Background: an optimization exercise with open tools, aiming at small area and a short achievable clock period. Do not read the settings as production practice.
Only simulation tests tie the RTL to the original design; equivalence was not proved.
Power and IR drop assume default switching activity.

==> design.v <==
`timescale 1ns/10ps
package postadd_pkg;
    localparam int L1_LIMB_BITS = 1 + 16;
    typedef logic [4*L1_LIMB_BITS-1:0] poly_l1_t;
    localparam int L3_LIMB_BITS = 8 + 16;
    typedef logic [4*L3_LIMB_BITS-1:0] poly_l3_t;
    typedef enum logic [2:0] {
        OP_HOLD         = 3'b000,
        OP_LOAD         = 3'b001,
        OP_ADD          = 3'b010,
        OP_IN_MINUS_REG = 3'b011,
        OP_REG_MINUS_IN = 3'b100,
        OP_P_MINUS_REG  = 3'b101
    } acc_op_t;
endpackage
`timescale 1ns/10ps
module pa_mux2 (input logic s, input logic a, input logic b, output logic y);
  assign y = s ? a : b;
endmodule
module pa_and2 (input logic a, input logic b, output logic y);
  assign y = a & b;
endmodule
module pa_andpfx16 (input logic [15:0] v, output logic [15:0] p);
  logic [79:0] lv;
  assign lv[15:0] = v;
  for (genvar k = 0; k < 4; k++) begin : g_lvl
    for (genvar i = 0; i < 16; i++) begin : g_bit
      if (((i >> k) & 1) == 1) begin : g_and
        pa_and2 u_and (.a(lv[16*k + i]), .b(lv[16*k + ((i >> k) << k) - 1]), .y(lv[16*(k+1) + i]));
      end else begin : g_pass
        assign lv[16*(k+1) + i] = lv[16*k + i];
      end
    end
  end
  assign p = lv[79:64];
endmodule
module pa_xor (input logic a, input logic b, output logic y);
  assign y = a ^ b;
endmodule
module pa_gen (input logic x, input logic xm, input logic nm, input logic g, output logic gb, output logic tb);
  assign gb = ~(xm & g);
  assign tb = ~(x | (g & nm));
endmodule
module pa_aoi (input logic gh, input logic th, input logic gl, output logic y);
  assign y = ~(gh | (th & gl));
endmodule
module pa_oai (input logic gh, input logic th, input logic gl, output logic y);
  assign y = ~(gh & (th | gl));
endmodule
module pa_nand (input logic a, input logic b, output logic y);
  assign y = ~(a & b);
endmodule
module pa_nor (input logic a, input logic b, output logic y);
  assign y = ~(a | b);
endmodule
module pa_inv (input logic a, output logic y);
  assign y = ~a;
endmodule
module padd24 (input logic [23:0] gb, input logic [23:0] tb, input logic ci, input logic [23:0] pp, output logic [23:0] s, output logic co);
  logic [24:0] g0, t0;
  assign g0 = {gb, ~ci};
  assign t0 = {tb, 1'b1};
  logic gn0;
  pa_oai u_gn0 (.gh(g0[1]), .th(t0[1]), .gl(g0[0]), .y(gn0));
  logic gn1;
  logic tn2;
  pa_oai u_gn1 (.gh(g0[3]), .th(t0[3]), .gl(g0[2]), .y(gn1));
  pa_nor u_tn2 (.a(t0[3]), .b(t0[2]), .y(tn2));
  logic gn3;
  logic tn4;
  pa_oai u_gn3 (.gh(g0[5]), .th(t0[5]), .gl(g0[4]), .y(gn3));
  pa_nor u_tn4 (.a(t0[5]), .b(t0[4]), .y(tn4));
  logic gn5;
  logic tn6;
  pa_oai u_gn5 (.gh(g0[7]), .th(t0[7]), .gl(g0[6]), .y(gn5));
  pa_nor u_tn6 (.a(t0[7]), .b(t0[6]), .y(tn6));
  logic gn7;
  logic tn8;
  pa_oai u_gn7 (.gh(g0[9]), .th(t0[9]), .gl(g0[8]), .y(gn7));
  pa_nor u_tn8 (.a(t0[9]), .b(t0[8]), .y(tn8));
  logic gn9;
  logic tn10;
  pa_oai u_gn9 (.gh(g0[11]), .th(t0[11]), .gl(g0[10]), .y(gn9));
  pa_nor u_tn10 (.a(t0[11]), .b(t0[10]), .y(tn10));
  logic gn11;
  logic tn12;
  pa_oai u_gn11 (.gh(g0[13]), .th(t0[13]), .gl(g0[12]), .y(gn11));
  pa_nor u_tn12 (.a(t0[13]), .b(t0[12]), .y(tn12));
  logic gn13;
  logic tn14;
  pa_oai u_gn13 (.gh(g0[15]), .th(t0[15]), .gl(g0[14]), .y(gn13));
  pa_nor u_tn14 (.a(t0[15]), .b(t0[14]), .y(tn14));
  logic gn15;
  logic tn16;
  pa_oai u_gn15 (.gh(g0[17]), .th(t0[17]), .gl(g0[16]), .y(gn15));
  pa_nor u_tn16 (.a(t0[17]), .b(t0[16]), .y(tn16));
  logic gn17;
  logic tn18;
  pa_oai u_gn17 (.gh(g0[19]), .th(t0[19]), .gl(g0[18]), .y(gn17));
  pa_nor u_tn18 (.a(t0[19]), .b(t0[18]), .y(tn18));
  logic gn19;
  logic tn20;
  pa_oai u_gn19 (.gh(g0[21]), .th(t0[21]), .gl(g0[20]), .y(gn19));
  pa_nor u_tn20 (.a(t0[21]), .b(t0[20]), .y(tn20));
  logic gn21;
  logic tn22;
  pa_oai u_gn21 (.gh(g0[23]), .th(t0[23]), .gl(g0[22]), .y(gn21));
  pa_nor u_tn22 (.a(t0[23]), .b(t0[22]), .y(tn22));
  logic gn23;
  pa_aoi u_gn23 (.gh(gn1), .th(tn2), .gl(gn0), .y(gn23));
  logic gn24;
  logic tn25;
  pa_aoi u_gn24 (.gh(gn5), .th(tn6), .gl(gn3), .y(gn24));
  pa_nand u_tn25 (.a(tn6), .b(tn4), .y(tn25));
  logic gn26;
  logic tn27;
  pa_aoi u_gn26 (.gh(gn9), .th(tn10), .gl(gn7), .y(gn26));
  pa_nand u_tn27 (.a(tn10), .b(tn8), .y(tn27));
  logic gn28;
  logic tn29;
  pa_aoi u_gn28 (.gh(gn13), .th(tn14), .gl(gn11), .y(gn28));
  pa_nand u_tn29 (.a(tn14), .b(tn12), .y(tn29));
  logic gn30;
  logic tn31;
  pa_aoi u_gn30 (.gh(gn17), .th(tn18), .gl(gn15), .y(gn30));
  pa_nand u_tn31 (.a(tn18), .b(tn16), .y(tn31));
  logic gn32;
  logic tn33;
  pa_aoi u_gn32 (.gh(gn21), .th(tn22), .gl(gn19), .y(gn32));
  pa_nand u_tn33 (.a(tn22), .b(tn20), .y(tn33));
  logic gn34;
  pa_oai u_gn34 (.gh(gn24), .th(tn25), .gl(gn23), .y(gn34));
  logic gn35;
  logic tn36;
  pa_oai u_gn35 (.gh(gn28), .th(tn29), .gl(gn26), .y(gn35));
  pa_nor u_tn36 (.a(tn29), .b(tn27), .y(tn36));
  logic gn37;
  logic tn38;
  pa_oai u_gn37 (.gh(gn32), .th(tn33), .gl(gn30), .y(gn37));
  pa_nor u_tn38 (.a(tn33), .b(tn31), .y(tn38));
  logic gn39;
  pa_aoi u_gn39 (.gh(gn35), .th(tn36), .gl(gn34), .y(gn39));
  logic iv40;
  pa_inv u_iv40 (.a(gn39), .y(iv40));
  logic gn41;
  pa_aoi u_gn41 (.gh(gn37), .th(tn38), .gl(iv40), .y(gn41));
  logic iv42;
  pa_inv u_iv42 (.a(gn34), .y(iv42));
  logic gn43;
  pa_oai u_gn43 (.gh(gn26), .th(tn27), .gl(iv42), .y(gn43));
  logic gn44;
  pa_oai u_gn44 (.gh(gn30), .th(tn31), .gl(gn39), .y(gn44));
  logic iv45;
  pa_inv u_iv45 (.a(gn23), .y(iv45));
  logic gn46;
  pa_aoi u_gn46 (.gh(gn3), .th(tn4), .gl(iv45), .y(gn46));
  logic gn47;
  pa_aoi u_gn47 (.gh(gn7), .th(tn8), .gl(gn34), .y(gn47));
  logic gn48;
  pa_aoi u_gn48 (.gh(gn11), .th(tn12), .gl(gn43), .y(gn48));
  logic iv49;
  pa_inv u_iv49 (.a(gn39), .y(iv49));
  logic gn50;
  pa_aoi u_gn50 (.gh(gn15), .th(tn16), .gl(iv49), .y(gn50));
  logic gn51;
  pa_aoi u_gn51 (.gh(gn19), .th(tn20), .gl(gn44), .y(gn51));
  logic iv52;
  pa_inv u_iv52 (.a(gn0), .y(iv52));
  logic gn53;
  pa_oai u_gn53 (.gh(g0[2]), .th(t0[2]), .gl(iv52), .y(gn53));
  logic gn54;
  pa_oai u_gn54 (.gh(g0[4]), .th(t0[4]), .gl(gn23), .y(gn54));
  logic gn55;
  pa_oai u_gn55 (.gh(g0[6]), .th(t0[6]), .gl(gn46), .y(gn55));
  logic iv56;
  pa_inv u_iv56 (.a(gn34), .y(iv56));
  logic gn57;
  pa_oai u_gn57 (.gh(g0[8]), .th(t0[8]), .gl(iv56), .y(gn57));
  logic gn58;
  pa_oai u_gn58 (.gh(g0[10]), .th(t0[10]), .gl(gn47), .y(gn58));
  logic iv59;
  pa_inv u_iv59 (.a(gn43), .y(iv59));
  logic gn60;
  pa_oai u_gn60 (.gh(g0[12]), .th(t0[12]), .gl(iv59), .y(gn60));
  logic gn61;
  pa_oai u_gn61 (.gh(g0[14]), .th(t0[14]), .gl(gn48), .y(gn61));
  logic gn62;
  pa_oai u_gn62 (.gh(g0[16]), .th(t0[16]), .gl(gn39), .y(gn62));
  logic gn63;
  pa_oai u_gn63 (.gh(g0[18]), .th(t0[18]), .gl(gn50), .y(gn63));
  logic iv64;
  pa_inv u_iv64 (.a(gn44), .y(iv64));
  logic gn65;
  pa_oai u_gn65 (.gh(g0[20]), .th(t0[20]), .gl(iv64), .y(gn65));
  logic gn66;
  pa_oai u_gn66 (.gh(g0[22]), .th(t0[22]), .gl(gn51), .y(gn66));
  logic gn67;
  pa_oai u_gn67 (.gh(g0[24]), .th(t0[24]), .gl(gn41), .y(gn67));
  logic [23:0] c;
  assign c[0] = ~g0[0];
  assign c[1] = gn0;
  assign c[2] = gn53;
  assign c[3] = ~gn23;
  assign c[4] = gn54;
  assign c[5] = ~gn46;
  assign c[6] = gn55;
  assign c[7] = gn34;
  assign c[8] = gn57;
  assign c[9] = ~gn47;
  assign c[10] = gn58;
  assign c[11] = gn43;
  assign c[12] = gn60;
  assign c[13] = ~gn48;
  assign c[14] = gn61;
  assign c[15] = ~gn39;
  assign c[16] = gn62;
  assign c[17] = ~gn50;
  assign c[18] = gn63;
  assign c[19] = gn44;
  assign c[20] = gn65;
  assign c[21] = ~gn51;
  assign c[22] = gn66;
  assign c[23] = ~gn41;
  assign co = gn67;
  for (genvar i = 0; i < 24; i++) begin : g_s
    pa_xor u_s (.a(pp[i]), .b(c[i]), .y(s[i]));
  end
endmodule
`timescale 1ns/10ps
`timescale 1ns/10ps
`timescale 1ns/10ps
`timescale 1ns/10ps
module postadd_top (
    input  logic                      clk,
    input  logic                      rstn,
    input  logic [64-1:0]    in_val,
    input  logic [4-1:0]    in_carry,
    input  logic [2:0]                mode1,
    input  logic [2:0]                mode2,
    input  logic [2:0]                mode3,
    input  logic [1:0]                addr2,
    input  logic [1:0]                addr3,
    input  logic [1:0]                outsel,
    output logic [72-1:0]   result
);
    localparam int RW = 72;
    localparam int IW = 66;                
    localparam int NL = 3;                 
    localparam int LW = RW / NL;           
    localparam int NB = NL - 1;            
    localparam int SW = RW + 2 * NB;       
    localparam logic [RW-1:0] MOD = RW'(64'hFFFF_FFFF_FFFF_FFC5);
    logic [IW-1:0] op_sum;
    assign op_sum[15:0] = in_val[15:0];
    logic [3:0] cy;                      
    assign cy[0] = 1'b0;
    for (genvar j = 1; j < 4; j++) begin : g_blk
        logic [15:0] v, ones0, ones1, inc1, inc2, s0, s1;
        logic        all1, all1h, co_c, co_nc;
        assign v = in_val[16*j +: 16];
        pa_andpfx16 u_o0 (.v(v), .p(ones0));
        pa_andpfx16 u_o1 (.v({v[15:1], 1'b1}), .p(ones1));
        assign inc1  = v ^ {ones0[14:0], 1'b1};
        assign inc2  = v ^ {ones1[14:1], 2'b10};
        assign all1  = ones0[15];
        assign all1h = ones1[15];
        assign s0 = in_carry[j-1] ? inc1 : v;
        assign s1 = in_carry[j-1] ? inc2 : inc1;
        assign co_nc = in_carry[j-1] & all1;
        assign co_c  = in_carry[j-1] ? all1h : all1;
        pa_mux2 u_co (.s(cy[j-1]), .a(co_c), .b(co_nc), .y(cy[j]));
        for (genvar i = 0; i < 16; i++) begin : g_sel
            pa_mux2 u_sel (.s(cy[j-1]), .a(s1[i]), .b(s0[i]), .y(op_sum[16*j+i]));
        end
    end
    assign op_sum[65:64] = {in_carry[3] & cy[3], in_carry[3] ^ cy[3]};
    localparam logic [5:0] CTL_RST = 6'b000100;
    logic [5:0] dec [3];
    logic [2:0] mode [3];
    assign mode[0] = mode1;
    assign mode[1] = mode2;
    assign mode[2] = mode3;
    for (genvar l = 0; l < 3; l++) begin : g_dec
        always_comb begin
            case (mode[l])
                3'd1:    dec[l] = 6'b100100;
                3'd2:    dec[l] = 6'b100000;
                3'd3:    dec[l] = 6'b110001;
                3'd4:    dec[l] = 6'b110010;
                3'd5:    dec[l] = 6'b001001;
                default: dec[l] = 6'b000000;
            endcase
        end
    end
    logic [IW-1:0] op_i;
    logic [5:0]    ctl [3];
    logic [3:0]    a2_oh, a3_oh;           
    logic [2:0]    os_oh;                  
    logic          rst_q;
    always_ff @(posedge clk) begin
        rst_q  <= !rstn;
        op_i   <= op_sum;
        ctl[0] <= rstn ? dec[0] : CTL_RST;
        ctl[1] <= rstn ? dec[1] : CTL_RST;
        ctl[2] <= rstn ? dec[2] : CTL_RST;
        a2_oh  <= 4'b0001 << addr2;
        a3_oh  <= 4'b0001 << addr3;
        os_oh  <= rstn ? 3'(4'b0001 << outsel) : 3'b000;
    end
    logic [SW-1:0] reg1;
    logic [SW-1:0] file2 [4];
    logic [SW-1:0] file3 [4];
    logic [SW-1:0] g [3];
    logic [SW-1:0] n [3];
    always_comb begin
        g[0] = reg1;
        g[1] = '0;
        g[2] = '0;
        for (int e = 0; e < 4; e++) begin
            g[1] = g[1] | ({SW{a2_oh[e]}} & file2[e]);
            g[2] = g[2] | ({SW{a3_oh[e]}} & file3[e]);
        end
    end
    for (genvar l = 0; l < 3; l++) begin : g_lane
        logic [RW-1:0] x, xm, gm, p, v;
        logic [NB-1:0] ge, gmb, co;
        logic use_i, inv_i, use_p, mask_g, cin, inv_o;
        assign {use_i, inv_i, use_p, mask_g, cin, inv_o} = ctl[l];
        assign x  = (({RW{use_i}} & RW'(op_i)) ^ {RW{inv_i}}) | ({RW{use_p}} & ~MOD);
        assign xm = x & {RW{!mask_g}};
        assign gm = g[l][RW-1:0] & {RW{!mask_g}};
        assign ge = g[l][RW +: NB] & {NB{!mask_g}};
        assign gmb = g[l][RW+NB +: NB] & {NB{!mask_g}};
        assign p  = x ^ gm ^ {RW{inv_o}};
        for (genvar j = 0; j < NL; j++) begin : g_limb
            logic [LW-1:0] gb, tb;
            logic          co_j;
            for (genvar i = 0; i < LW; i++) begin : g_gen
                pa_gen u_gen (.x(x[j*LW+i]), .xm(xm[j*LW+i]), .nm(!mask_g), .g(g[l][j*LW+i]),
                              .gb(gb[i]), .tb(tb[i]));
            end
            padd24 i_pfx (.gb(gb), .tb(tb), .ci(j == 0 ? cin : ge[j == 0 ? 0 : j-1]),
                          .pp(p[j*LW +: LW]), .s(v[j*LW +: LW]), .co(co_j));
            if (j < NB) begin : g_co
                assign co[j] = co_j;
            end
        end
        assign n[l] = {gmb ^ {NB{inv_o}}, co ^ {NB{inv_o}}, v};
    end
    always_ff @(posedge clk) begin
        reg1 <= n[0];
        for (int e = 0; e < 4; e++) begin
            if (rst_q || a2_oh[e]) file2[e] <= n[1];
            if (rst_q || a3_oh[e]) file3[e] <= n[2];
        end
    end
    logic [SW-1:0] d1;
    logic [RW-1:0] d2;
    logic [1:0]    t1;
    logic [2:0]    os_en;
    logic          z2;
    logic [1:0]    dl [NB];               
    assign os_en = os_oh & {3{rstn}};
    for (genvar j = 0; j < NB; j++) begin : g_dl
        assign dl[j] = {1'b0, d1[RW + j]} - {1'b0, d1[RW + NB + j]};
    end
    always_ff @(posedge clk) begin
        d1 <= ({SW{os_en[0]}} & n[0]) | ({SW{os_en[1]}} & n[1]) | ({SW{os_en[2]}} & n[2]);
        d2[0 +: LW]              <= d1[0 +: LW];
        {t1, d2[LW +: LW]}       <= {2'b0, d1[LW +: LW]} + {{LW{dl[0][1]}}, dl[0]};
        d2[2*LW +: LW]           <= d1[2*LW +: LW] + {{(LW-2){dl[1][1]}}, dl[1]};
        z2 <= !rstn;
        if (!rstn || z2) begin
            result <= '0;
        end else begin
            result[0 +: 2*LW]  <= d2[0 +: 2*LW];
            result[2*LW +: LW] <= d2[2*LW +: LW] + {{(LW-2){t1[1]}}, t1};
        end
    end
endmodule
==> flow/run.sh <==
#!/bin/bash
# The standard layout (standard.sh, unchanged synthesis and steps), except
# that the input and output port buffers are buf_4 cells, which timing repair
# can then size, instead of the delay cells buffer_ports picks by default.
set -euo pipefail
cd "$(dirname "$0")/.."
export BUFFER_PORTS_ARGS="-buffer_cell sky130_fd_sc_hd__buf_4"
bash standard.sh > standard.log 2>&1
==> standard.sh <==
#!/bin/bash
# synth_recipe.tcl (not shown) runs the flow's synth.tcl, then flattens the netlist and writes it again
# the make line also repeats each setting of config.mk as NAME=value (left out here)
make -C /OpenROAD-flow-scripts/flow DESIGN_CONFIG=/design/flow/config.mk WORK_HOME=/design/flow/orfs CLKGATE_MAP_FILE= SYNTH_SCRIPT=/design/flow/synth_recipe.tcl "${@:-finish}"
==> config.mk <==
export PLATFORM = sky130hd
export DESIGN_NAME = postadd_top
export DESIGN_NICKNAME = postadd_top
export VERILOG_FILES = /design/flow/design.v
export SDC_FILE = /design/flow/constraint.sdc
export NUM_CORES = 4
export LEC_CHECK = 0
export CAP_MARGIN = 20
export CORE_MARGIN = 2
export CORE_UTILIZATION = 60
export SETUP_SLACK_MARGIN = 4.0
export SLEW_MARGIN = 20
export SYNTH_HIERARCHICAL = 1
export SYNTH_MINIMUM_KEEP_SIZE = 0
==> constraint.sdc <==
create_clock -name core_clock -period 7.0 [get_ports {clk}]
set_input_delay 1.4000 -clock core_clock [delete_from_list [all_inputs] [get_ports {clk}]]
set_output_delay 1.4000 -clock core_clock [all_outputs]
set_load 0.01 [all_outputs]
==> summary.txt, run 1 <==
- Initial Util: 60.39%
- H-tree Lvls: 3
- P per Cell Area: 251.8 mW/mm^2
- Skew final: 0.03291 ns
- Leak: 28.73 nW
- GR Util met3: 4.499%
- Worst Setup SP: ctl[0][5]$_SDFF_PN0_
- Pin count of the biggest net entering global routing: 80
- Die width: 313.0 um
- Antenna Cells: 0
- Share of cells above drive strength 1: 24.22%
- DRT iter0 DRCs: 4496
- # IOs: 157
- Final nets: 6415
- RSZ-0062 raised after global routing: true
- Status: complete, no violations
- Critical Path RT: 7.56 ns
- CTS Hold Buffers Added: 0
- Min Hold Slack: 0.3256 ns
- Ys Warns: 23
- Core area: 0.09487 sq mm
- Hold path start: d1[8]$_DFF_P_
- Global-route wire length before repair: 250700 um
- HPWL after detailed placement: 102200 um
- Antenna-violating nets left: 0
- Mapped Cells: 6071
- Final WL: 176900 um
- Hold Vio Cnt, Final: 0
- Final period util: 44.39%
- Routed wire per std cell: 23.12 um
- WHS Path Cells: 0
- Hold Crit Class: register to register
- R2r worst-path depth: 17
- IO Port Bufs: 156
- TritonCTS buffer count: 105
- Tmin final: 3.108 ns
- Setup_tns: 0 ns
- Vias per cell: 5.893
- Sink Count: 1002
- Pre-antenna DRT Iters: 5
- Clk latency of the worst-skew pair: 0.70 ns
- DR vias: 45.09k
- All-Layer GR Usage: 33.46%
- Initial antenna violation count: 2
- Chip height: 313.0 um
- Final setup vio count: 0
- Max-Cap Viols: 0
- CTS Root Cell: clkbuf_16
- Critical path arrival: 3.67 ns
- Setup crit start kind: register
- Worst Tran Pin Value: 1.166 ns
- Reg2reg end: d1[62]$_DFF_P_
- Row count: 113
- Met1 GRT Util: 46.77%
- CTS clk-pin slew, worst paths: 0.06 ns
- Min-Delay Endpoint: d2[8]$_DFF_P_
- Buffer levels on the longest clock path: 3
- Total congestion overflow: 0
- Busiest layer in global routing: met2
- Origin of the critical flop-to-flop path: ctl[0][5]$_SDFF_PN0_
- Fmax achieved: 321.8 MHz
- Die area: 0.09798 sq mm
- CP Max Fanout: 6
- Drt drc: 0
- Avg Cell Area, Syn: 9.438 sq um
- Vias in the first global route: 41.74k
- Slew headroom: 22.30%
- Area of the mapped netlist: 0.05730 sq mm
- Synth-to-layout area growth: 20.44%
- Peak VDD IR: 0.1951 mV
- Reg2Reg Setup Slack: 3.89 ns
- Setup CP Type: register to register
- GR Util met2: 54.04%
- Routability cong.: 0.8906
- CTS tree: yes
- Final slew viol count: 0
- CP Capture Type: register
## critical path: stages (launching register included)
cell and delay [ns]:
dfxtp_4 0.36, buf_12 0.16, buf_12 0.16, buf_4 0.13, nand2_1 0.08, xor2_2 0.18, inv_1 0.08, a21oi_2 0.04
nor2_2 0.17, nand2_1 0.11, o21ai_4 0.29, inv_1 0.12, o21ai_4 0.21, a21oi_2 0.11, o21ai_1 0.19, xor2_1 0.13
a22oi_2 0.37, nand2_1 0.09
## routing by layer
metal / wire, um / part of all wire [%]
met1: 72860 / 41
met2: 80390 / 45
met3: 15760 / 8.9
met4: 7864 / 4.4
met5: 13 / 0.0073
## through the flow
stage	area, sq um	utilization [%]	setup WS (ns)	total power [mW]	cells
floorplan	57810	-	2.973	10.21	6089
global placement	59150	62.35	2.546	10.98	7185
detailed placement	59150	62.35	2.491	11.07	7185
CTS	64960	68.47	3.937	17.00	7491
global route	69010	72.74	3.836	18.02	7651
finish	69010	72.74	3.892	17.37	7651
## layout make-up
class,instances,area [sq um]
clock inverters,53,563.0
flip-flops and latches,1002,26220
fillers,6855,25860
inverters,381,1454
repair buffers,478,5189
well taps,1265,1583
clock buffers,146,3029
multi-input cells,4326,30970
## placed cells by master, fill, tap and decap left out, drive strengths merged, types with 11 or more instances in the layout
| master | count |
|---|---|
| a31oi | 16 |
| o31a | 12 |
| mux2i | 45 |
| clkbuf | 171 |
| nand3 | 20 |
| nand4 | 11 |
| nor2 | 415 |
| clkinv | 33 |
| or2 | 16 |
| buf | 452 |
| conb | 20 |
| clkinvlp | 11 |
| or3 | 13 |
| a21o | 21 |
| nor3 | 28 |
| ha | 35 |
| a21oi | 543 |
| o21ai | 324 |
| nand2 | 933 |
| o21a | 12 |
| xnor2 | 453 |
| a22oi | 383 |
| inv | 380 |
| xor2 | 581 |
| and2 | 254 |
| dfxtp | 394 |
| edfxtp | 608 |
| mux2 | 54 |
| nor2b | 17 |
## state kept, by name, indices dropped and copies added, names as in the netlist
register,count
file2,304
a2_oh,4
d1,76
d2,72
op_i,66
a3_oh,4
t1,2
reg1,76
file3,304
os_oh,3
result,72
z2,1
ctl,18
## repair_timing
item	CTS	global route
buffers inserted	103	135
gates cloned	4	25
pin swaps	25	159
resized for setup	178	446
setup endpoints to repair	773	318
## worst max-delay path by stage
stage / endpoint / depth (start not counted)
floorplan: d1[22]$_DFF_P_ / 16
global placement: file2[3][70]$_DFFE_PP_ / 12
detailed placement: d1[70]$_DFF_P_ / 14
CTS: d1[38]$_DFF_P_ / 16
global route: d1[18]$_DFF_P_ / 15
finish: d1[62]$_DFF_P_ / 17
## where the power goes
group	leakage (nW)	internal, mW	switching, mW
Clock	1.74	3.39	2.39
Sequential	9.61	7.51	0.503
Combinational	17.4	1.36	2.21
Total	28.7	12.3	5.11
==> run 2: changes to the inputs <==
--- a/config.mk
+++ b/config.mk
@@ -8,5 +8,5 @@
 export CAP_MARGIN = 20
 export CORE_MARGIN = 2
-export CORE_UTILIZATION = 60
+export CORE_UTILIZATION = 70
 export SETUP_SLACK_MARGIN = 4.0
 export SLEW_MARGIN = 20
==> run 2 against run 1 <==
Critical endpoint is now d1[70]$_DFF_P_. Still clean on timing, DRC and antenna. Worst hold slack about the same. Via count increased by 3.6%. Clock-buffer cell count decreased by 2. Critical path type unchanged. Synthesized area unchanged. Non-clock buffer count decreased by 58. Critical path depth decreased by 1. First-iteration DRC count increased by 20%. Final area decreased by 1.8%. Maximum frequency decreased by 3.8%.
==> summary.txt, run 2 <==
- Status: complete, no violations
- Area of the mapped netlist: 0.05730 sq mm
- CTS tree: yes
- Worst Tran Pin Value: 1.106 ns
- Routed wl met2: 79920 um
- DR vias: 46.72k
- CP Max Fanout: 6
- Drt drc: 0
- Final WL: 177600 um
- Critical path arrival: 3.80 ns
- Most frequent cells in the layout: nand2_1 (910), edfxtp_1 (608), xnor2_1 (449)
- Layout fillers: 4575
- P per Cell Area: 255.4 mW/mm^2
- WL met1: 63470 um
- Skew final: 0.02319 ns
- Clk latency of the worst-skew pair: 0.68 ns
- Share of cells above drive strength 1: 22.72%
- Avg Cell Area, Syn: 9.438 sq um
- Final period util: 46.14%
- Chip height: 290.1 um
- Slack of the critical path: 3.770 ns
- Pre-antenna DRT Iters: 10
- All-Layer GR Usage: 37.86%
- Critical Path RT: 7.57 ns
- Routability cong.: 0.8871
- RSZ-0062 raised after global routing: true
- Leak: 28.22 nW
- Final nets: 6354
- Row count: 104
- Buffer levels on the longest clock path: 3
- Fmax achieved: 309.6 MHz
- Mapped Cells: 6071
- Slew headroom: 26.25%
- Sink Count: 1002
- Largest delay contributor family on the critical path: compound AO/OA/AOI/OAI gates
- CTS clk-pin slew, worst paths: 0.07 ns
- CTS Hold Buffers Added: 0
- Die area: 0.08416 sq mm
- CP Capture Type: register
- Setup crit start kind: register
- Pwr Total: 17.31 mW
- Hold Crit Class: register to register
- Setup CP Type: register to register
- Synth-to-layout area growth: 18.30%
- Initial Util: 70.90%
- Final setup vio count: 0
- Peak VDD IR: 0.2097 mV
- Vias in the first global route: 43.40k
- CTS Root Cell: clkbuf_16
- Global-route wire length before repair: 248700 um
- Worst Path Buf+Inv: 4
- Max incr delay on CP: 0.42 ns
- HPWL after detailed placement: 99130 um
- Initial antenna violation count: 6
- Slowest CP cell: dfxtp_4
- Max-Cap Viols: 0
- Routed wl met3: 22270 um
- Routed wire per std cell: 24.05 um
- Tmin final: 3.230 ns
- Sequential share of power: 46.5%
- Vias per cell: 6.328
- Antenna-violating nets left: 0
- Switching Fraction: 29.68%
- Switch Pwr: 5.138 mW
- Ys Warns: 23
- Biggest regs: file2 x304, file3 x304
- DRT iter0 DRCs: 5399
- Internal cell power: 12.18 mW
- Crit-path most repeated cell: a21oi_2
- H-tree Lvls: 3
- Final slew viol count: 0
- Pin count of the biggest net entering global routing: 84
- Hold Vio Cnt, Final: 0
- Core area: 0.08081 sq mm
- Power share of the clock group: 32.9%
- Commonest non-fill, non-tap cell in the layout: nand2_1
- Pre-CTS setup slack: 2.623 ns
- Setup_tns: 0 ns
- # IOs: 157
- DR top layer: met5
- Die width: 290.1 um
- Total congestion overflow: 0
- TritonCTS buffer count: 100
- Comb power frac: 20.6%
- Cells along the critical path: buf_12, buf_6, clkbuf_16, xor2_2, inv_1, a21oi_2, o21ai_1, a21oi_2, o21ai_4, a21oi_4, o21ai_2, a21oi_2, o21ai_1, xor2_2, a22oi_1, nand2_1
- IO Port Bufs: 156
run 2: layout make-up:
cell class	instances	area [sq um]	share of cell area [%]
repair buffers	420	4503	6.644
multi-input cells	4326	30740	45.35
repair inverters	2	16.27	0.02400
inverters	381	1454	2.145
clock inverters	45	494.2	0.7292
diodes	3	7.507	0.01108
well taps	1060	1326	1.957
clock buffers	144	3022	4.458
flip-flops and latches	1002	26220	38.68
run 2: final timing paths:
kind | slack [ns] | endpoint | start | depth (start not counted)
max | 3.77 | d1[70]$_DFF_P_ | ctl[2][4]$_SDFF_PN0_ | 16
min | 0.33 | d2[4]$_DFF_P_ | d1[4]$_DFF_P_ | 0
max reg2reg | 3.77 | d1[70]$_DFF_P_ | ctl[2][4]$_SDFF_PN0_ | 16
min reg2reg | 0.33 | d2[4]$_DFF_P_ | d1[4]$_DFF_P_ | 0
run 2: metrics by stage:
stage          area [sq um]  util [%]  instances  hold slack (ns)
2_1_floorplan         57810         -       6089           0.3096
3_3_place_gp          58870     72.86       6977           0.3109
3_5_place_dp          58870     72.86       6977           0.3121
4_1_cts               64120     79.35       7247           0.3265
5_1_grt               67780     83.87       7381           0.3336
6_report              67780     83.88       7383           0.3260
run 2: metal layers:
| metal | track usage (%) | vias up |
|---|---|---|
| li1 | - | 20660 |
| met1 | 49.63 | 22220 |
| met2 | 61.09 | 3080 |
| met3 | 7.299 | 757 |
| met4 | 17.45 | 4 |
| met5 | 0 | - |
run 2: what timing repair did:
item	CTS	global route
gates resized for setup	143	411
cloned	7	17
hold endpoints to repair	0	0
buffers inserted	74	116
endpoints found under the setup margin	807	334
pin swaps	16	130
run 2: power groups by stage:
stage / combinational (mW) / clock [mW] / sequential (mW)
2_1_floorplan: 2.31 / 0 / 7.90
3_3_place_gp: 2.82 / 0 / 8.09
3_5_place_dp: 2.91 / 0 / 8.14
4_1_cts: 3.13 / 5.70 / 7.99
5_1_grt: 3.79 / 5.95 / 8.13
6_report: 3.56 / 5.70 / 8.05
==> run 3: changes to the inputs <==
--- a/config.mk
+++ b/config.mk
@@ -9,4 +9,6 @@
 export CORE_MARGIN = 2
 export CORE_UTILIZATION = 70
+export CTS_CLUSTER_DIAMETER = 60
+export CTS_CLUSTER_SIZE = 30
 export SETUP_SLACK_MARGIN = 4.0
 export SLEW_MARGIN = 20
==> run 3 against run 2 <==
Global-route usage decreased by 0.52 points. Core utilization shrank 2.1 points. Synthesized area stayed put. Flip-flop and latch count stayed put. Clock power is 15% lower. Still clean on timing, DRC and antenna. Final cell count is 1.3% lower. Non-clock buffer count fell by 44. Worst hold slack improved by 0.0036 ns. Largest power group unchanged.
==> summary.txt, run 3 <==
- Setup CP Type: register to register
- Sink Count: 1002
- Power share of the clock group: 29.8%
- Final nets: 6284
- Reg2Reg Setup Slack: 3.86 ns
- Sequential share of power: 49.1%
- Avg Cell Area, Syn: 9.438 sq um
- Tmin final: 3.143 ns
- Switch Pwr: 5.212 mW
- Pwr Total: 16.33 mW
- Skew final: 0.04181 ns
- CTS Root Cell: clkbuf_16
- Most frequent cells in the layout: nand2_1 (911), edfxtp_1 (608), xnor2_1 (450)
- Clk latency of the worst-skew pair: 0.68 ns
- H-tree Lvls: 3
- Min Hold Slack: 0.3296 ns
- Slowest CP cell: dfxtp_4
- CP Max Fanout: 6
- Row count: 104
- RSZ-0062 raised after global routing: true
- Vias in the first global route: 43.04k
- Critical Path RT: 7.55 ns
- Hold Crit Class: register to register
- Max-Cap Viols: 0
- Chip height: 290.1 um
- Routability cong.: 0.8871
- Final period util: 44.90%
- Hold Vio Cnt, Final: 0
- Total congestion overflow: 0
- Final WL: 170200 um
- Peak VDD IR: 0.2080 mV
- Drt drc: 0
- # IOs: 157
- WHS Path Cells: 0
- CTS clk-pin slew, worst paths: 0.10 ns
- P per Cell Area: 247.1 mW/mm^2
- Worst Tran Pin Value: 1.077 ns
- Antenna-violating nets left: 0
- Setup_tns: 0 ns
- Area of the mapped netlist: 0.05730 sq mm
- Die width: 290.1 um
- HPWL after detailed placement: 99130 um
- R2r worst-path depth: 15
- TritonCTS buffer count: 74
- CTS tree: yes
- DRT iter0 DRCs: 5502
- Final setup vio count: 0
- Routed wire per std cell: 23.36 um
- Origin of the critical flop-to-flop path: ctl[0][5]$_SDFF_PN0_
- All-Layer GR Usage: 37.34%
- Die area: 0.08416 sq mm
- Hold path start: d1[0]$_DFF_P_
- IO Port Bufs: 156
- Slack of the critical path: 3.857 ns
- Reg2reg end: d1[72]$_DFF_P_
- Initial antenna violation count: 5
- Critical path arrival: 3.70 ns
- Internal cell power: 11.12 mW
- Layout fillers: 4915
- Setup crit start kind: register
- Pre-antenna DRT Iters: 8
- Ys Warns: 23
- Global-route wire length before repair: 245400 um
- Vias per cell: 6.263
- Commonest non-fill, non-tap cell in the layout: nand2_1
- Pre-CTS setup slack: 2.623 ns
- Status: complete, no violations
- Switching Fraction: 31.91%
- Finished Core Util: 81.82%
- CP Capture Type: register
- Worst Setup SP: ctl[0][5]$_SDFF_PN0_
- Fmax achieved: 318.1 MHz
- CTS Hold Buffers Added: 0
- Comb power frac: 21.2%
- Synth-to-layout area growth: 15.39%
- Biggest regs: file2 x304, file3 x304
- Final slew viol count: 0
- Initial Util: 70.90%
- CP endpoint: d1[72]$_DFF_P_
- Pin count of the biggest net entering global routing: 84
- Leak: 27.51 nW
- Buffer levels on the longest clock path: 3
- DR vias: 45.64k
- Share of cells above drive strength 1: 21.00%
- Core area: 0.08081 sq mm
- Mapped Cells: 6071
- Slew headroom: 28.20%
- Cells along the critical path: buf_12, nand2_1, xor2_1, inv_1, a21oi_2, nor2_1, a21oi_2, o21ai_2, a21oi_4, inv_2, a21oi_4, o21ai_1, xor2_1, a22oi_2, nand2_1
- Max incr delay on CP: 0.49 ns
[run 3: routing by layer]
metal / vias up / track usage, % / part of all wire, %
met2: 2826 / 60.40 / 45
li1: 20550 / - / -
met3: 596 / 6.549 / 12
met5: - / 0 / 0.032
met4: 4 / 15.93 / 5.8
met1: 21660 / 49.76 / 37
[run 3: how the worst min path moves through the flow]
stage / endpoint / slack (ns)
after floorplan: d2[0]$_DFF_P_ / 0.31
after global placement: d2[6]$_DFF_P_ / 0.31
after detailed placement: d2[0]$_DFF_P_ / 0.31
after CTS: d2[0]$_DFF_P_ / 0.33
after global routing: d2[0]$_DFF_P_ / 0.34
final: d2[0]$_DFF_P_ / 0.33
[run 3: through the flow]
step                cells  instance area [sq um]
finish               7287                  66110
global route         7285                  66110
CTS                  7192                  63360
detailed placement   6977                  58870
global placement     6977                  58870
floorplan            6089                  57810
[run 3: what timing repair did]
item / 4_1_cts / 5_1_grt
endpoints found under the setup margin: 810 / 295
pin swaps: 19 / 87
setup buffers: 71 / 78
gates cloned: 6 / 15
gates resized for setup: 149 / 320
[run 3: layout make-up]
type / instances / area, sq um / share of cell area, %
diodes: 2 / 5.005 / 0.007570
repair inverters: 2 / 16.27 / 0.02460
clock buffers: 81 / 1952 / 2.952
well taps: 1060 / 1326 / 2.006
flip-flops and latches: 1002 / 26220 / 39.66
repair buffers: 376 / 4034 / 6.101
clock inverters: 57 / 869.6 / 1.315
inverters: 381 / 1454 / 2.199
multi-input cells: 4326 / 30240 / 45.74
[run 3: critical path, delay by kind of cell, from the launching register on]
kind / cells / cell delay, ns
xor+xnor: 2 / 0.46
simple gates: 3 / 0.28
compound gates: 7 / 1.39
flops: 1 / 0.49
buf+inv: 3 / 0.40
[run 3: power groups by stage]
stage          clock, mW  combinational, mW  sequential [mW]
6_report            4.86               3.45             8.02
2_1_floorplan          0               2.31             7.90
4_1_cts             4.88               3.12             7.97
5_1_grt             5.10               3.69             8.10
3_3_place_gp           0               2.82             8.09
3_5_place_dp           0               2.91             8.14
==> run 4: changes to the inputs <==
--- a/config.mk
+++ b/config.mk
@@ -8,5 +8,5 @@
 export CAP_MARGIN = 20
 export CORE_MARGIN = 2
-export CORE_UTILIZATION = 70
+export CORE_UTILIZATION = 60
 export CTS_CLUSTER_DIAMETER = 60
 export CTS_CLUSTER_SIZE = 30
==> run 4 against run 3 <==
Setup slack gained 0.097 ns. Combinational power grew 3%. Routed wire length grew 2.7%. Die area grew 16%.
==> summary.txt, run 4 <==
- Max incr delay on CP: 0.44 ns
- Buffer levels on the longest clock path: 3
- Worst Tran Pin Value: 1.163 ns
- Leak: 28.33 nW
- CP endpoint: d1[46]$_DFF_P_
- Commonest non-fill, non-tap cell in the layout: nand2_1
- Skew final: 0.03790 ns
- Peak VDD IR: 0.2389 mV
- Pre-CTS setup slack: 2.491 ns
- Die area: 0.09798 sq mm
- Final setup vio count: 0
- H-tree Lvls: 3
- CP Max Fanout: 6
- Routability cong.: 0.8906
- WP depth: 18
- Worst Setup SP: ctl[2][5]$_SDFF_PN0_
- Cells along the critical path: buf_12, buf_12, buf_12, nand2_1, xor2_2, inv_1, a21oi_2, nor2_2, a21oi_2, o21ai_2, a21oi_4, o21ai_4, a21oi_2, o21ai_2, xor2_1, buf_4, a22oi_2, nand2_1
- Slew headroom: 22.48%
- Setup_tns: 0 ns
- Hold Vio Cnt, Final: 0
- Final WL: 174800 um
- R2r worst-path depth: 18
- Area of the mapped netlist: 0.05730 sq mm
- CTS Root Cell: clkbuf_16
- Tmin final: 3.046 ns
- Synth-to-layout area growth: 19.06%
- Share of cells above drive strength 1: 23.63%
- Global-route wire length before repair: 250800 um
- Sink Count: 1002
- Critical path arrival: 3.60 ns
- HPWL after detailed placement: 102200 um
- Row count: 113
- Largest delay contributor family on the critical path: compound AO/OA/AOI/OAI gates
- Biggest regs: file2 x304, file3 x304
- Max-Cap Viols: 0
- Clk latency of the worst-skew pair: 0.69 ns
- Most frequent cells in the layout: nand2_1 (899), edfxtp_1 (608), xnor2_1 (446)
- CP Capture Type: register
- Setup CP Type: register to register
- Final nets: 6362
- Reg2reg end: d1[46]$_DFF_P_
- Initial antenna violation count: 5
- Routed wire per std cell: 23.07 um
- RSZ-0062 raised after global routing: true
- Slack of the critical path: 3.954 ns
- DRT iter0 DRCs: 4788
- Layout fillers: 6943
- Antenna-violating nets left: 0
- Total congestion overflow: 0
- Avg Cell Area, Syn: 9.438 sq um
- Core area: 0.09487 sq mm
- TritonCTS buffer count: 84
- Setup crit start kind: register
- Mapped Cells: 6071
- # IOs: 157
- Worst Path Buf+Inv: 5
- WHS Path Cells: 0
- Die width: 313.0 um
- IO Port Bufs: 156
- Vias per cell: 5.889
- DR vias: 44.63k
- All-Layer GR Usage: 33.46%
- Reg2Reg Setup Slack: 3.95 ns
- Initial Util: 60.39%
- Fmax achieved: 328.3 MHz
- Ys Warns: 23
- Chip height: 313.0 um
- Pin count of the biggest net entering global routing: 80
- Critical Path RT: 7.55 ns
- CTS clk-pin slew, worst paths: 0.08 ns
- Status: complete, no violations
- Pre-antenna DRT Iters: 6
- Final slew viol count: 0
- Hold Crit Class: register to register
- P per Cell Area: 245.6 mW/mm^2
- Vias in the first global route: 41.38k
- Final period util: 43.52%
- Drt drc: 0
- Slowest CP cell: dfxtp_4
- Origin of the critical flop-to-flop path: ctl[2][5]$_SDFF_PN0_
- CTS tree: yes
## run 4: worst min path at each step
| stage | end | startpoint | slack (ns) |
|---|---|---|---|
| after global routing | d2[4]$_DFF_P_ | d1[4]$_DFF_P_ | 0.34 |
| final | d2[11]$_DFF_P_ | d1[11]$_DFF_P_ | 0.33 |
| after floorplan | d2[0]$_DFF_P_ | d1[0]$_DFF_P_ | 0.31 |
| after global placement | d2[1]$_DFF_P_ | d1[1]$_DFF_P_ | 0.31 |
| after detailed placement | d2[8]$_DFF_P_ | d1[8]$_DFF_P_ | 0.31 |
| after CTS | d2[8]$_DFF_P_ | d1[8]$_DFF_P_ | 0.33 |
## run 4: layout make-up
| class | instances | area, sq um | area share (%) |
|---|---|---|---|
| Inverter | 381 | 1454 | 2.131 |
| Tap cell | 1265 | 1583 | 2.320 |
| Clock buffer | 89 | 2195 | 3.217 |
| Timing Repair Buffer | 446 | 4875 | 7.146 |
| Multi-Input combinational cell | 4326 | 30960 | 45.39 |
| Sequential cell | 1002 | 26220 | 38.44 |
| Clock inverter | 69 | 922.1 | 1.352 |
| Antenna cell | 1 | 2.502 | 0.003668 |
## run 4: through the flow
| stage | utilization [%] | total power, mW | hold WS [ns] | instances | area (sq um) |
|---|---|---|---|---|---|
| 4_1_cts | 68.27 | 16.44 | 0.3315 | 7453 | 64760 |
| 5_1_grt | 71.90 | 17.41 | 0.3403 | 7578 | 68210 |
| 6_report | 71.90 | 16.76 | 0.3311 | 7579 | 68210 |
| 2_1_floorplan | - | 10.21 | 0.3096 | 6089 | 57810 |
| 3_5_place_dp | 62.35 | 11.07 | 0.3121 | 7185 | 59150 |
| 3_3_place_gp | 62.35 | 10.98 | 0.3097 | 7185 | 59150 |
## run 4: metal layers
metal,GRT usage (%),part of all wire [%],vias to the layer above
met3,4.923,9.0,380
met2,54.23,46,2023
met1,46.46,41,21550
met4,10.67,4.2,4
li1,-,-,20680
met5,0,0.013,-
## run 4: power breakdown
group	switching [mW]	total [mW]	internal [mW]
combinational	2.20	3.54	1.34
clock	2.69	5.22	2.53
sequential	0.496	7.99	7.50
## run 4: timing repair
action,4_1_cts,5_1_grt
setup endpoints to repair,776,316
cloned,6,16
pin swaps,34,158
buffers inserted,104,109
hold buffers,0,0
endpoints found under the hold margin,0,0
resized for setup,205,408
## run 4: worst reg2reg max path: stages, from the launching register on
cell and delay [ns]:
dfxtp_4 0.44, buf_12 0.17, buf_12 0.15, buf_12 0.12, nand2_1 0.08, xor2_2 0.21
inv_1 0.09, a21oi_2 0.19, nor2_2 0.08, a21oi_2 0.14, o21ai_2 0.08, a21oi_4 0.25
o21ai_4 0.12, a21oi_2 0.19, o21ai_2 0.07, xor2_1 0.15, buf_4 0.16, a22oi_2 0.17
nand2_1 0.07
==> run 5: changes to the inputs <==
--- a/design.v
+++ b/design.v
@@ -286,6 +286,6 @@
                 3'd1:    dec[l] = 6'b100100;
                 3'd2:    dec[l] = 6'b100000;
-                3'd3:    dec[l] = 6'b110001;
-                3'd4:    dec[l] = 6'b110010;
+                3'd3:    dec[l] = 6'b010001;
+                3'd4:    dec[l] = 6'b010010;
                 3'd5:    dec[l] = 6'b001001;
                 default: dec[l] = 6'b000000;
@@ -322,10 +322,12 @@
         end
     end
+    logic [RW-1:0] op_w;
+    assign op_w = RW'(op_i);
     for (genvar l = 0; l < 3; l++) begin : g_lane
         logic [RW-1:0] x, xm, gm, p, v;
         logic [NB-1:0] ge, gmb, co;
-        logic use_i, inv_i, use_p, mask_g, cin, inv_o;
-        assign {use_i, inv_i, use_p, mask_g, cin, inv_o} = ctl[l];
-        assign x  = (({RW{use_i}} & RW'(op_i)) ^ {RW{inv_i}}) | ({RW{use_p}} & ~MOD);
+        logic x_i, x_ni, x_np, mask_g, cin, inv_o;
+        assign {x_i, x_ni, x_np, mask_g, cin, inv_o} = ctl[l];
+        assign x  = ({RW{x_i}} & op_w) | ({RW{x_ni}} & ~op_w) | ({RW{x_np}} & ~MOD);
         assign xm = x & {RW{!mask_g}};
         assign gm = g[l][RW-1:0] & {RW{!mask_g}};
--- a/config.mk
+++ b/config.mk
@@ -8,5 +8,5 @@
 export CAP_MARGIN = 20
 export CORE_MARGIN = 2
-export CORE_UTILIZATION = 60
+export CORE_UTILIZATION = 70
 export CTS_CLUSTER_DIAMETER = 60
 export CTS_CLUSTER_SIZE = 30
==> run 5 against run 4 <==
Setup slack lost 0.056 ns. Routed wire length shrank 5.3%. Synthesized cell count shrank 4.0%. Clock power is 11% lower. Maximum frequency decreased by 1.8%. Largest cell class unchanged. Flip-flop and latch count unchanged. Power down 3.4%. Largest power group unchanged. Critical endpoint is now d1[21]$_DFF_P_. Worst hold slack improved by 0.0053 ns.
==> summary.txt, run 5 <==
- CTS clk-pin slew, worst paths: 0.10 ns
- Final nets: 6050
- Most frequent cells in the layout: nand2_1 (662), edfxtp_1 (608), xnor2_1 (432)
- Sink Count: 1002
- Share of cells above drive strength 1: 20.66%
- Area of the mapped netlist: 0.05674 sq mm
- Final setup vio count: 0
- Die area: 0.08335 sq mm
- Row count: 104
- Peak VDD IR: 0.2628 mV
- Final WL: 165500 um
- Hold path start: d1[5]$_DFF_P_
- P per Cell Area: 250.0 mW/mm^2
- Hold Vio Cnt, Final: 0
- Avg Cell Area, Syn: 9.739 sq um
- Final slew viol count: 0
- Fmax achieved: 322.4 MHz
- Comb power frac: 21.4%
- TritonCTS buffer count: 72
- DR vias: 44.44k
- Largest delay contributor family on the critical path: compound AO/OA/AOI/OAI gates
- Origin of the critical flop-to-flop path: ctl[1][5]$_SDFF_PN0_
- Final period util: 44.31%
- Setup_tns: 0 ns
- All-Layer GR Usage: 37.83%
- Antenna-violating nets left: 0
- Min-Delay Endpoint: d2[5]$_DFF_P_
- CP Capture Type: register
- Slowest CP cell: dfxtp_4
- RSZ-0062 raised after global routing: true
- Leak: 27.27 nW
- CTS tree: yes
- Cells along the critical path: buf_16, mux2i_1, inv_1, a21oi_4, nor2_1, a21oi_2, o21ai_4, buf_12, a21oi_4, o21ai_4, a21oi_2, inv_1, xor2_2, nand2_1, nand2_1
- Initial Util: 70.56%
- Hold Crit Class: register to register
- Initial antenna violation count: 8
- Tmin final: 3.102 ns
- Final Cell Area: 0.06476 sq mm
- Switch Pwr: 5.129 mW
- Skew final: 0.04936 ns
- DRT iter0 DRCs: 4533
- Switching Fraction: 31.68%
- IO Port Bufs: 156
- Global-route wire length before repair: 241900 um
- Synth-to-layout area growth: 14.14%
- Core area: 0.08042 sq mm
- Pre-antenna DRT Iters: 6
- Drt drc: 0
- Critical path arrival: 3.70 ns
- Setup CP Type: register to register
- Chip height: 288.7 um
- Placed insts: 6735
- Sequential share of power: 49.8%
- Pin count of the biggest net entering global routing: 69
- Vias in the first global route: 41.71k
- CP Max Fanout: 33
- Slew headroom: 31.82%
- # IOs: 157
- Setup crit start kind: register
- Status: complete, no violations
- R2r worst-path depth: 15
- Internal cell power: 11.06 mW
- Die width: 288.7 um
- Layout fillers: 5056
- Commonest non-fill, non-tap cell in the layout: nand2_1
- Worst Tran Pin Value: 1.023 ns
- Clk latency of the worst-skew pair: 0.67 ns
- Power share of the clock group: 28.8%
- Mapped Cells: 5826
- Biggest regs: file2 x304, file3 x304
- Max incr delay on CP: 0.42 ns
- Ys Warns: 23
- Reg2Reg Setup Slack: 3.90 ns
- WHS Path Cells: 0
- Pwr Total: 16.19 mW
- Vias per cell: 6.299
- Slack of the critical path: 3.898 ns
- Routability cong.: 0.8840
- Pre-CTS setup slack: 2.656 ns
- Routed wire per std cell: 23.46 um
- Max-Cap Viols: 0
- Worst Path Buf+Inv: 4
- Reg2reg end: d1[21]$_DFF_P_
- CTS Root Cell: clkbuf_16
- HPWL after detailed placement: 94880 um
- H-tree Lvls: 3
- Non-Filler Instances: 7055
- Dpl cell area: 0.05825 sq mm
- Critical Path RT: 7.60 ns
- Total congestion overflow: 0
- Buffer levels on the longest clock path: 3
## run 5: changes by cell type in the layout (fill, tap and decap cells not counted), sizes merged, moves of 11 or more
cell	before	now
xor2	581	407
nor2b	17	95
nor2	415	394
xnor2	453	432
buf	427	377
a31oi	16	5
inv	421	398
a211oi	8	26
nand2	933	678
clkbuf	106	86
mux2i	45	229
## run 5: power by group through the flow
stage / clock, mW / combinational (mW) / sequential [mW]
floorplan: 0 / 2.33 / 7.93
global placement: 0 / 2.80 / 8.15
detailed placement: 0 / 2.90 / 8.21
CTS: 4.68 / 3.17 / 8.02
global route: 4.89 / 3.71 / 8.16
finish: 4.66 / 3.47 / 8.07
## run 5: worst max path at each step
stage                             end  cells after the start                  from
2_1_floorplan          d1[22]$_DFF_P_                     16  ctl[2][2]$_SDFF_PN1_
3_3_place_gp           d1[72]$_DFF_P_                     13  ctl[2][2]$_SDFF_PN1_
3_5_place_dp           d1[22]$_DFF_P_                     13  ctl[2][2]$_SDFF_PN1_
4_1_cts        file3[2][58]$_DFFE_PP_                      5   a3_oh[2]$_SDFF_PN0_
5_1_grt                d1[21]$_DFF_P_                     15  ctl[1][5]$_SDFF_PN0_
6_report               d1[21]$_DFF_P_                     15  ctl[1][5]$_SDFF_PN0_
## run 5: timing repair
item	4_1_cts	5_1_grt
endpoints found under the setup margin	710	479
gates cloned	5	9
hold buffers	0	0
pin swaps	25	79
setup buffers	100	69
gates resized for setup	127	241
## run 5: layout make-up
cell class / count / area [sq um] / area share (%)
timing repair inverter: 2 / 15.01 / 0.02318
multi-input combinational: 4094 / 29150 / 45.01
timing repair buffer: 388 / 3975 / 6.138
sequential: 1002 / 26230 / 40.50
clock buffer: 78 / 1897 / 2.929
inverter: 372 / 1420 / 2.193
tap: 1060 / 1326 / 2.048
clock inverter: 56 / 747.0 / 1.153
antenna: 3 / 7.507 / 0.01159
## run 5: per-layer routing
metal	vias to the layer above	share of wire, %	global-route usage (%)
met5	-	0.026	0
met4	6	6.7	21.17
met3	593	10	6.548
met2	2454	46	61.67
met1	21340	37	48.03
li1	20040	-	-
## run 5: worst register-to-register path: stages (launching register included)
cell	delay, ns
dfxtp_4	0.42
buf_16	0.21
mux2i_1	0.42
inv_1	0.14
a21oi_4	0.17
nor2_1	0.07
a21oi_2	0.22
o21ai_4	0.09
buf_12	0.15
a21oi_4	0.30
o21ai_4	0.11
a21oi_2	0.15
inv_1	0.09
xor2_2	0.26
nand2_1	0.15
nand2_1	0.10
## run 5: per-stage QoR
step / hold WS [ns] / utilization, %
after floorplan: 0.3096 / -
after CTS: 0.3371 / 78.08
after global placement: 0.3106 / 72.44
final: 0.3363 / 80.53
after detailed placement: 0.3128 / 72.44
after global routing: 0.3434 / 80.53
==> run 6: changes to the inputs <==
--- a/config.mk
+++ b/config.mk
@@ -8,5 +8,5 @@
 export CAP_MARGIN = 20
 export CORE_MARGIN = 2
-export CORE_UTILIZATION = 70
+export CORE_UTILIZATION = 60
 export CTS_CLUSTER_DIAMETER = 60
 export CTS_CLUSTER_SIZE = 30
==> run 6 against run 5 <==
Still clean. Non-clock buffer count decreased by 54. Flip-flop and latch count unchanged. Sequential power decreased by 0.5%. Maximum frequency increased by 3.8%. Sequential share of layout area increased by 0.096 points. Power increased by 2.3%. Synthesized cell count unchanged. Critical path type unchanged. Largest cell class unchanged. Highest routed layer unchanged.
==> summary.txt, run 6 <==
- DR vias: 42.42k
- Critical path arrival: 3.58 ns
- Crit-path most repeated cell: xor2_1
- Ys Warns: 23
- Skew final: 0.02775 ns
- HPWL after detailed placement: 97330 um
- Slowest CP cell: dfxtp_4
- Internal cell power: 11.45 mW
- Setup CP Type: register to register
- Die width: 311.5 um
- Hold Crit Class: register to register
- Non-Filler Instances: 7223
- Reg2Reg Setup Slack: 4.01 ns
- Pre-antenna DRT Iters: 6
- CTS Root Cell: clkbuf_16
- CP Capture Type: register
- Tmin final: 2.989 ns
- Cells along the critical path: buf_4, xor2_1, xnor2_1, xor2_1, a22oi_1, nand2_1
- Sink Count: 1002
- Final WL: 161300 um
- Fmax achieved: 334.5 MHz
- Buffer levels on the longest clock path: 3
- Commonest non-fill, non-tap cell in the layout: nand2_1
- Layout fillers: 7188
- Die area: 0.09704 sq mm
- Max-Cap Viols: 0
- Vias in the first global route: 39.33k
- TritonCTS buffer count: 87
- Slew headroom: 30.90%
- Final period util: 42.70%
- CP endpoint: d1[27]$_DFF_P_
- # IOs: 157
- Most frequent cells in the layout: nand2_1 (675), edfxtp_1 (608), xnor2_1 (432)
- Final setup vio count: 0
- Biggest regs: file2 x304, file3 x304
- Switching Fraction: 30.89%
- R2r worst-path depth: 6
- Power share of the clock group: 31.5%
- CTS Hold Buffers Added: 0
- Clk latency of the worst-skew pair: 0.69 ns
- H-tree Lvls: 3
- Setup crit start kind: register
- Hold Vio Cnt, Final: 0
- Routed wire per std cell: 22.34 um
- Initial antenna violation count: 6
- Sequential share of power: 48.5%
- Final slew viol count: 0
- Total congestion overflow: 0
- Avg Cell Area, Syn: 9.739 sq um
- Peak VDD IR: 0.2418 mV
- Synth-to-layout area growth: 13.92%
- Reg2reg end: d1[27]$_DFF_P_
- Antenna-violating nets left: 0
- Status: complete, no violations
- Critical Path RT: 7.59 ns
- DRT iter0 DRCs: 3966
- Drt drc: 0
- CP Max Fanout: 34
- Placed insts: 6930
- P per Cell Area: 256.3 mW/mm^2
- Vias per cell: 5.873
- Row count: 112
- Mapped Cells: 5826
- Initial Util: 60.70%
- Worst Setup SP: ctl[2][0]$_SDFF_PN0_
- Chip height: 311.5 um
- Max incr delay on CP: 0.76 ns
- Share of cells above drive strength 1: 19.09%
- IO Port Bufs: 156
- Worst Tran Pin Value: 1.036 ns
- CTS tree: yes
- Pin count of the biggest net entering global routing: 87
- Area of the mapped netlist: 0.05674 sq mm
- Comb power frac: 20.0%
- All-Layer GR Usage: 31.72%
- Setup_tns: 0 ns
- Core area: 0.09347 sq mm
- Routability cong.: 0.8608
- Final nets: 6009
- Origin of the critical flop-to-flop path: ctl[2][0]$_SDFF_PN0_
- CTS clk-pin slew, worst paths: 0.09 ns
- Global-route wire length before repair: 238500 um
- Finished Core Util: 69.15%
- RSZ-0062 raised after global routing: true
- Switch Pwr: 5.117 mW
- Leak: 27.15 nW
## run 6: cell type report
class	count	area, sq um	area share (%)
clock buffers	97	2330	3.604
clock inverters	67	783.3	1.212
inverters	372	1416	2.191
well taps	1254	1569	2.427
repair inverters	1	7.507	0.01161
diodes	3	7.507	0.01161
repair buffers	334	3512	5.434
multi-input cells	4093	28770	44.52
flip-flops and latches	1002	26240	40.59
## run 6: per-layer routing
layer  track usage [%]  wire, um  up-vias
met5                 0        10        -
met4             8.926      4611        2
met3             4.113     11540      221
met2             50.83     74450     1559
met1             45.28     70720    20650
li1                  -         -    19990
## run 6: critical path, delay by kind of cell, from the launching register on
family                    cells  cell delay [ns]
DFF                           1             0.76
AOI/OAI and AO/OA             1             0.27
buffers and inverters         1             0.71
xor gates and xnor gates      3             0.82
and+or+nand+nor               1             0.28
## run 6: repair_timing
action | in CTS | in global routing
endpoints found under the setup margin | 741 | 285
resized for setup | 117 | 181
buffers inserted | 58 | 56
pin swaps | 8 | 68
gates cloned | 1 | 11
## run 6: worst min path at each step
stage | to | startpoint | depth (start not counted) | slack [ns]
finish | d2[19]$_DFF_P_ | d1[19]$_DFF_P_ | 0 | 0.33
global route | d2[23]$_DFF_P_ | d1[23]$_DFF_P_ | 0 | 0.33
CTS | d2[9]$_DFF_P_ | d1[9]$_DFF_P_ | 0 | 0.33
detailed placement | d2[9]$_DFF_P_ | d1[9]$_DFF_P_ | 0 | 0.31
global placement | d2[2]$_DFF_P_ | d1[2]$_DFF_P_ | 0 | 0.31
floorplan | d2[0]$_DFF_P_ | d1[0]$_DFF_P_ | 0 | 0.31
## run 6: power by group through the flow
stage | Clock [mW] | Combinational [mW] | Sequential [mW]
2_1_floorplan | 0 | 2.33 | 7.93
3_3_place_gp | 0 | 2.86 | 8.16
3_5_place_dp | 0 | 2.92 | 8.18
4_1_cts | 5.28 | 3.12 | 8.01
5_1_grt | 5.49 | 3.59 | 8.13
6_report | 5.23 | 3.31 | 8.03
## run 6: stage by stage
| stage | setup WS [ns] | area (sq um) | power [mW] | hold WS, ns |
|---|---|---|---|---|
| detailed placement | 3.028 | 58530 | 11.11 | 0.3121 |
| CTS | 3.922 | 63030 | 16.41 | 0.3321 |
| floorplan | 2.973 | 57160 | 10.26 | 0.3096 |
| global placement | 3.056 | 58530 | 11.02 | 0.3105 |
| global route | 3.920 | 64630 | 17.21 | 0.3255 |
| finish | 4.011 | 64640 | 16.57 | 0.3327 |
==> run 7: changes to the inputs <==
--- a/config.mk
+++ b/config.mk
@@ -11,5 +11,5 @@
 export CTS_CLUSTER_DIAMETER = 60
 export CTS_CLUSTER_SIZE = 30
-export SETUP_SLACK_MARGIN = 4.0
+export SETUP_SLACK_MARGIN = 4.2
 export SLEW_MARGIN = 20
 export SYNTH_HIERARCHICAL = 1
==> run 7 against run 6 <==
Largest power group unchanged. Critical endpoint is now file2[3][20]$_DFFE_PP_. Final cell count is 2.1% higher. Still clean. First-iteration DRC count rose by 0.50%. Clock power grew 3%. Via count increased by 2.6%.
==> summary.txt, run 7 <==
- TritonCTS buffer count: 85
- Placed insts: 6931
- Slew headroom: 34.16%
- CP Capture Type: register
- Routability cong.: 0.8692
- Antenna-violating nets left: 0
- Commonest non-fill, non-tap cell in the layout: nand2_1
- Hold Crit Class: register to register
- Switch Pwr: 5.426 mW
- Tmin final: 3.023 ns
- Chip height: 311.5 um
- Vias in the first global route: 41.25k
- Leak: 28.35 nW
- CP Max Fanout: 25
- Pre-antenna DRT Iters: 8
- Internal cell power: 11.74 mW
- Pin count of the biggest net entering global routing: 62
- Biggest regs: file2 x304, file3 x304
- Cells along the critical path: buf_12, buf_16, a22oi_1, nand2_1, a21oi_2, nor2_1, nand2_1, o21ai_2, a21oi_4, o21ai_4, buf_4, inv_1, o21ai_1, xor2_2, buf_4
- CTS tree: yes
- Share of cells above drive strength 1: 25.61%
- Largest delay contributor family on the critical path: compound AO/OA/AOI/OAI gates
- Die width: 311.5 um
- Area of the mapped netlist: 0.05674 sq mm
- Power share of the clock group: 31.5%
- Most frequent cells in the layout: nand2_1 (649), edfxtp_1 (608), xnor2_1 (432)
- # IOs: 157
- Comb power frac: 21.5%
- Skew final: 0.04237 ns
- Fmax achieved: 330.7 MHz
- Mapped Cells: 5826
- Min Hold Slack: 0.3238 ns
- Max incr delay on CP: 0.46 ns
- Switching Fraction: 31.62%
- H-tree Lvls: 3
- DR vias: 43.51k
- Final setup vio count: 0
- Vias per cell: 5.898
- Core area: 0.09347 sq mm
- Avg Cell Area, Syn: 9.739 sq um
- Final period util: 43.19%
- Critical path arrival: 3.47 ns
- Worst Path Buf+Inv: 5
- Worst Tran Pin Value: 0.9875 ns
- Max-Cap Viols: 0
- All-Layer GR Usage: 33.01%
- Slowest CP cell: dfxtp_4
- IO Port Bufs: 156
- CTS Hold Buffers Added: 0
- DRT iter0 DRCs: 3986
- Setup_tns: 0 ns
- Clk latency of the worst-skew pair: 0.72 ns
- Setup CP Type: register to register
- CTS clk-pin slew, worst paths: 0.09 ns
- Hold Vio Cnt, Final: 0
- Initial Util: 60.70%
- Sequential share of power: 47.0%
- Status: complete, no violations
- Global-route wire length before repair: 246500 um
- Peak VDD IR: 0.2480 mV
- Routed wire per std cell: 23.04 um
- Sink Count: 1002
- Buffer levels on the longest clock path: 3
- HPWL after detailed placement: 95220 um
- P per Cell Area: 251.1 mW/mm^2
- Ys Warns: 23
- CTS Root Cell: clkbuf_16
- Row count: 112
- Drt drc: 0
- Total congestion overflow: 0
- Final WL: 170000 um
- RSZ-0062 raised after global routing: true
- Final nets: 6164
- Final slew viol count: 0
- Non-Filler Instances: 7377
- Synth-to-layout area growth: 20.48%
- Setup crit start kind: register
- Initial antenna violation count: 2
- Critical Path RT: 7.44 ns
- Die area: 0.09704 sq mm
-- run 7: stage by stage --
stage	util, %	cell area (sq um)	total power, mW	setup WS (ns)
5_1_grt	73.13	68350	17.81	3.905
6_report	73.14	68360	17.16	3.977
2_1_floorplan	-	57230	10.27	2.973
3_5_place_dp	62.64	58550	11.08	2.842
4_1_cts	69.76	65200	16.79	4.001
3_3_place_gp	62.64	58550	10.99	2.908
-- run 7: per-layer routing --
| metal | share of wire, % | wire length [um] | vias up | track usage (%) |
|---|---|---|---|---|
| met5 | 0.012 | 20 | - | 0 |
| met4 | 4.6 | 7903 | 2 | 13.12 |
| met3 | 8.6 | 14550 | 367 | 5.224 |
| met2 | 46 | 78350 | 1753 | 53.75 |
| met1 | 41 | 69170 | 21080 | 44.21 |
| li1 | - | - | 20310 | - |
-- run 7: layout make-up --
cell class / count / area (sq um)
Antenna cell: 4 / 10.01
Clock buffer: 93 / 2241
Clock inverter: 67 / 982.2
Fill cell: 6705 / 25110
Inverter: 372 / 1425
Multi-Input combinational cell: 4094 / 30440
Sequential cell: 1002 / 26240
Tap cell: 1254 / 1569
Timing Repair Buffer: 490 / 5439
Timing Repair inverter: 1 / 7.507
-- run 7: worst paths after layout --
check,depth (start not counted),startpoint,slack (ns),end
setup / recovery,15,a2_oh[2]$_SDFF_PN0_,3.98,file2[3][20]$_DFFE_PP_
hold reg to reg,0,d1[15]$_DFF_P_,0.32,d2[15]$_DFF_P_
setup reg to reg,15,a2_oh[2]$_SDFF_PN0_,3.98,file2[3][20]$_DFFE_PP_
hold / removal,0,d1[15]$_DFF_P_,0.32,d2[15]$_DFF_P_
-- run 7: repair_timing --
action | in CTS | in global routing
cloned | 15 | 15
setup endpoints to repair | 865 | 497
gates resized for setup | 339 | 380
pin swaps | 100 | 137
setup buffers | 137 | 114
endpoints found under the hold margin | 0 | 0
-- run 7: power by group through the flow --
stage               Sequential, mW  Combinational [mW]  Clock [mW]
finish                        8.07                3.69        5.40
global route                  8.16                3.98        5.68
CTS                           8.02                3.31        5.46
detailed placement            8.18                2.90           0
global placement              8.15                2.84           0
floorplan                     7.93                2.34           0

[re-timing with driven ports]
No port has a modelled driver above. Below, the same layouts with a new extraction and two added sets of constraints. Step 1 (the two cells are an assumption about what drives the block):
set clk [get_ports {clk}]
set_driving_cell -lib_cell sky130_fd_sc_hd__clkbuf_16 $clk
set_driving_cell -lib_cell sky130_fd_sc_hd__buf_2 [delete_from_list [all_inputs] $clk]
Step 2 moves the port delays by t, midway between the first and last clock arrival at a register: inputs arrive t later, outputs are due t later. That takes back most of the time a late clock gives input paths. a / b / c = ideal / step 1 / step 2; a / b = the first two.
| run | t, ns | slack for setup (ns) | cell pins on the clock port's net |
|---|---|---|---|
| run 1 | 0.756 | 3.892 / 3.892 / 3.317 | 1 |
| run 2 | 0.738 | 3.770 / 3.770 / 3.281 | 1 |
| run 3 | 0.724 | 3.857 / 3.857 / 3.240 | 1 |
| run 4 | 0.743 | 3.954 / 3.954 / 3.335 | 1 |
| run 5 | 0.720 | 3.898 / 3.898 / 3.330 | 1 |
| run 6 | 0.754 | 4.011 / 4.011 / 3.262 | 1 |
| run 7 | 0.772 | 3.977 / 3.977 / 3.323 | 1 |
After both steps setup and hold are still met in every run listed. For run 6, which loses most, drivers alone change the setup slack by 0.000 ns; drivers and shift together by -0.749 ns.
